Context: an optimization exercise on an open-source flow, tuned for small area, a short achievable clock period and few clock cycles. The choices shown serve that exercise and are no tape-out recipe.
Where RTL was checked, it was by simulation tests only, not by an equivalence proof against the original.

Design rational_arithmetic_unit, start of the top module:
module rational_arithmetic_unit #(
  parameter int OPERAND_WIDTH = 32
) (
  input  logic               clk,
  input  logic               rst,
  input  logic               in_valid,
  output logic               in_stall,
  input  logic [1:0]         action,
  input  logic signed [31:0] first_num,
  input  logic signed [31:0] first_den,
  input  logic signed [31:0] second_num,
  input  logic signed [31:0] second_den,
  output logic               out_valid,
  input  logic               out_stall,
  output logic signed [63:0] out_num,
  output logic signed [63:0] out_den,
  output logic               is_equal,
  output logic               status
);
Settings: LEC_CHECK=0, CAP_MARGIN=20, CORE_MARGIN=2, CORE_UTILIZATION=40, SLEW_MARGIN=20; clock period 11.0 ns.
standard.sh (not shown) runs the stock make flow with config.mk's settings and CLKGATE_MAP_FILE= SYNTH_SCRIPT=/design/flow/synth_recipe.tcl, a recipe that flattens the netlist after the stock synthesis.
==> flow/flow/run.sh <==
#!/bin/bash
# Standard layout, with the timing repair aimed below the clock period.
set -euo pipefail
bash standard.sh finish SETUP_SLACK_MARGIN=6.5 > flow_orfs.log 2>&1
Next try:
==> flow/run.sh (new file) <==
#!/bin/bash
# synth_recipe.tcl (not shown) runs the flow's synth.tcl, then flattens the netlist and writes it again
# the make line also repeats each setting of config.mk as NAME=value (left out here)
make -C /OpenROAD-flow-scripts/flow DESIGN_CONFIG=/design/flow/config.mk WORK_HOME=/design/flow/orfs CLKGATE_MAP_FILE= SYNTH_SCRIPT=/design/flow/synth_recipe.tcl finish
Settings changed: SETUP_SLACK_MARGIN from default to 5.
removed: flow/flow/run.sh
removed: flow/standard.sh
Outcome:
- routed wire length is lower by 7.9%
- utilization is lower by 4.1 points
- design area is lower by 8.4%
- global-route usage is lower by 1.6 points
- setup slack degrades by 0.72 ns
- die area is unchanged
Function was not checked in any run of this note: the RTL went through the layout flow alone.

Another version of the RTL of rational_arithmetic_unit (not shown whole).
Size in the first run: roughly 7200 cells after synthesis, about 680 flip-flops, about 270 I/O pins.
Settings: LEC_CHECK=0, CAP_MARGIN=20, CORE_MARGIN=2, CORE_UTILIZATION=40, SETUP_SLACK_MARGIN=5, SLEW_MARGIN=20; clock period 11.0 ns.
run.sh (not shown) runs the stock make flow with config.mk's settings and CLKGATE_MAP_FILE= SYNTH_SCRIPT=/design/flow/synth_recipe.tcl, a recipe that flattens the netlist after the stock synthesis.
Stock flow here: none of the scripts above is used.
The first run ran to the end with no violations.
Edit:
==> flow/flow/run.sh (new file) <==
#!/bin/bash
# Standard layout, with the timing repair aimed below the clock period.
set -euo pipefail
bash standard.sh finish SETUP_SLACK_MARGIN=6.5 > flow_orfs.log 2>&1
==> flow/standard.sh (new file) <==
#!/bin/bash
# synth_recipe.tcl (not shown) runs the flow's synth.tcl, then flattens the netlist and writes it again
# the make line also repeats each setting of config.mk as NAME=value (left out here)
make -C /OpenROAD-flow-scripts/flow DESIGN_CONFIG=/design/flow/config.mk WORK_HOME=/design/flow/orfs CLKGATE_MAP_FILE= SYNTH_SCRIPT=/design/flow/synth_recipe.tcl "${@:-finish}"
--- a/flow/config.mk
+++ b/flow/config.mk
@@ -10,3 +10,2 @@
 export CORE_UTILIZATION = 40
-export SETUP_SLACK_MARGIN = 5
 export SLEW_MARGIN = 20
removed: flow/run.sh
Effect: Hold slack improved by 0.0050 ns; core utilization went up by 1.8 points; setup slack is better by 1.1 ns; sequential share of layout area shrinks by 1.1 points; via count rises by 2.5%; final area grows by about 4%; non-clock buffer count went up by 99; cell count rises by about 1.2%; clock skew stays flat.
No run of this note included a check of the RTL's function; only the layout flow was run.

## old
Another version of the RTL of rational_arithmetic_unit (not shown whole).
// rational_arithmetic_unit
module rational_arithmetic_unit #(
  parameter int OPERAND_WIDTH = 32
) (
  input  logic               clk,
  input  logic               rst,
  input  logic               in_valid,
  output logic               in_stall,
  input  logic [1:0]         action,
  input  logic signed [31:0] first_num,
  input  logic signed [31:0] first_den,
  input  logic signed [31:0] second_num,
  input  logic signed [31:0] second_den,
  output logic               out_valid,
  input  logic               out_stall,
  output logic signed [63:0] out_num,
  output logic signed [63:0] out_den,
  output logic               is_equal,
  output logic               status
);
export LEC_CHECK = 0
export CAP_MARGIN = 20
export CORE_MARGIN = 2
export CORE_UTILIZATION = 40
export SLEW_MARGIN = 20
create_clock -name core_clock -period 11.0 [get_ports {clk}]
Stock flow here: none of the scripts above is used.
[inputs] new vs old
--- a/flow/config.mk
+++ b/flow/config.mk
@@ -10,2 +10,3 @@
 export CORE_UTILIZATION = 40
+export SETUP_SLACK_MARGIN = 5
 export SLEW_MARGIN = 20
## What came out
The detailed-route wire length in new was higher than what old gave. Against old, new comes in 5 higher on post-CTS setup repair buffer count. Delta (new minus old): hold-critical path depth shows no meaningful change, design area held steady, count of inserted antenna diode cells lower.
No run of this note included a check of the RTL's function; only the layout flow was run.

== run 1 ==
rational_arithmetic_unit, a different RTL version from the one above (not shown whole).
clock: 11.0 ns
lec_check: 0
cap_margin: 20
core_margin: 2
core_utilization: 40
slew_margin: 20
standard.sh (not shown) runs the stock make flow with config.mk's settings and CLKGATE_MAP_FILE= SYNTH_SCRIPT=/design/flow/synth_recipe.tcl, a recipe that flattens the netlist after the stock synthesis.
==> flow/flow/run.sh <==
#!/bin/bash
# Standard layout, with the timing repair aimed below the clock period and
# plain buffers on the ports.
set -euo pipefail
bash standard.sh finish SETUP_SLACK_MARGIN=6.5 "BUFFER_PORTS_ARGS=-buffer_cell sky130_fd_sc_hd__buf_1" > flow_orfs.log 2>&1
What run 2 does differently from run 1 at the input level:
Settings: CTS_CLUSTER_DIAMETER: unset -> 60; CTS_CLUSTER_SIZE: unset -> 20.
--- outcome ---
~same register share of the cell area in run 2 and run 1
Compare run 2 and run 1 | critical path depth higher: run 1
Function was not checked in any run of this note: the RTL went through the layout flow alone.

build 21:
Another version of the RTL of rational_arithmetic_unit (not shown whole).
For scale: ~6,000 cells after synthesis, ~620 flip-flops, about 0.051 sq mm of cells after synthesis.
==> flow/config.mk <==
export PLATFORM = sky130hd
export DESIGN_NAME = rational_arithmetic_unit
export DESIGN_NICKNAME = rational_arithmetic_unit
export VERILOG_FILES = /design/flow/design.v
export SDC_FILE = /design/flow/constraint.sdc
export NUM_CORES = 4
export LEC_CHECK = 0
export CAP_MARGIN = 20
export CORE_MARGIN = 2
export CORE_UTILIZATION = 40
export CTS_CLUSTER_DIAMETER = 100
export CTS_CLUSTER_SIZE = 30
export SLEW_MARGIN = 20
==> flow/constraint.sdc <==
create_clock -name core_clock -period 11.0 [get_ports {clk}]
set_input_delay 2.2000 -clock core_clock [delete_from_list [all_inputs] [get_ports {clk}]]
set_output_delay 2.2000 -clock core_clock [all_outputs]
set_load 0.01 [all_outputs]
Scripts as last shown in full above: flow/flow/run.sh
Testbench counts of build 21, summed over its fixed seeds: cycles 16,243.
> inputs changed (build 21 -> build 50)
# build 21
export LEC_CHECK = 0
export CAP_MARGIN = 20
export CORE_MARGIN = 2
export CORE_UTILIZATION = 40
export CTS_CLUSTER_DIAMETER = 100
export CTS_CLUSTER_SIZE = 30
export SLEW_MARGIN = 20
create_clock -name core_clock -period 11.0 [get_ports {clk}]
# build 50
export LEC_CHECK = 0
export CAP_MARGIN = 20
export CORE_MARGIN = 2
export CORE_UTILIZATION = 40
export SLEW_MARGIN = 20
create_clock -name core_clock -period 11.0 [get_ports {clk}]
==> flow/flow/run.sh <==
#!/bin/bash
# Standard layout, with the timing repair aimed below the clock period.
set -euo pipefail
bash standard.sh finish SETUP_SLACK_MARGIN=6.5 > flow_orfs.log 2>&1
Findings:
- | number of antenna diodes | lower: build 50 |
- Build 50 drops more vias than build 21.
- Build 50 vs. build 21: count of cells along the worst register-to-register path shrank by 1, routed wire length grew by about 1.1%.
- Cell count: build 50 higher than build 21
Setup changes, build 50 to build 14
# build 50
export LEC_CHECK = 0
export CAP_MARGIN = 20
export CORE_MARGIN = 2
export CORE_UTILIZATION = 40
export SLEW_MARGIN = 20
create_clock -name core_clock -period 11.0 [get_ports {clk}]
# build 14
export LEC_CHECK = 0
export CAP_MARGIN = 20
export CORE_MARGIN = 2
export CORE_UTILIZATION = 40
export CTS_CLUSTER_DIAMETER = 60
export CTS_CLUSTER_SIZE = 30
export SLEW_MARGIN = 20
create_clock -name core_clock -period 11.0 [get_ports {clk}]
==> flow/flow/run.sh <==
#!/bin/bash
# Standard layout, with the timing repair aimed below the clock period and
# plain buffers on the ports.
set -euo pipefail
bash standard.sh finish SETUP_SLACK_MARGIN=6.5 "BUFFER_PORTS_ARGS=-buffer_cell sky130_fd_sc_hd__buf_1" > flow_orfs.log 2>&1
Notes after the runs:
Build 50 vs build 14, critical path startpoint: u_dp.rb[2] vs u_dp.ra[43]. ~same highest clock rate in build 14 and build 50. Clock period minus worst slack: build 14 and build 50 compared, higher one is build 14. Hold slack essentially unchanged between build 14 and build 50. The number of nets in the layout on build 50 is in line with that on build 14. Relative to build 50, minimum setup slack in the final design decreased by 0.011 ns in build 14. Build 14 against build 50: total inserted antenna cells +3. Area occupied by multi-input gates: build 14 vs build 50 down about 1%.
## Diff of input files: build 72 against build 14
# build 14
export LEC_CHECK = 0
export CAP_MARGIN = 20
export CORE_MARGIN = 2
export CORE_UTILIZATION = 40
export CTS_CLUSTER_DIAMETER = 60
export CTS_CLUSTER_SIZE = 30
export SLEW_MARGIN = 20
create_clock -name core_clock -period 11.0 [get_ports {clk}]
# build 72
export LEC_CHECK = 0
export CAP_MARGIN = 20
export CORE_MARGIN = 2
export CORE_UTILIZATION = 55
export SLEW_MARGIN = 20
create_clock -name core_clock -period 11.0 [get_ports {clk}]
[summary]
When build 72 is set beside build 14, its critical path depth turns out to be 2 smaller. Re wire length: build 14 was higher than build 72. Changes observed in build 72 relative to build 14: worst setup timing slack at the placement stage lower; worst-case setup margin in the final layout higher; number of post-CTS setup repair buffers lower; post-synth net total roughly the same.

-- separate check: timing with driven ports --
The flow's constraints put no driver on any port. The routed layouts listed below were extracted and timed again, unchanged, in two steps. Step 1: set_driving_cell puts a clkbuf_16 on clk and a buf_2 on each other input, an assumption about the parent block. Step 2 times the ports against the registers' clock, not the clock port: input delays grow and output delays shrink by t, the midpoint of the rising clock arrivals with the driver on. Slacks: no drivers / after step 1 / after step 2; pairs: no drivers / after step 1.
run	t (ns)	setup WS [ns]	worst slew at a driven data input, ns
the first run of note 1	0.791	5.866 / 5.866 / 5.752	0.05
the second run of note 1	0.770	5.145 / 5.145 / 4.550	0.06
the first run of note 2	0.781	5.203 / 5.209 / 4.471	0.06
the second run of note 2	0.780	6.299 / 6.299 / 5.821	0.05
old	0.759	4.201 / 4.261 / 3.502	0.05
new	0.756	5.021 / 5.008 / 4.531	0.09
run 1	0.761	6.479 / 6.479 / 5.805	0.07
run 2	0.776	6.437 / 6.437 / 5.803	0.09
build 21	0.740	6.542 / 6.542 / 5.842	0.08
build 50	0.768	6.508 / 6.508 / 5.813	0.07
build 14	0.799	6.496 / 6.496 / 5.786	0.08
build 72	0.738	6.515 / 6.517 / 5.830	0.04
After both steps setup and hold are still met in every run listed. For the first run of note 2, which loses most, drivers alone change the setup slack by +0.006 ns; drivers and shift together by -0.732 ns.
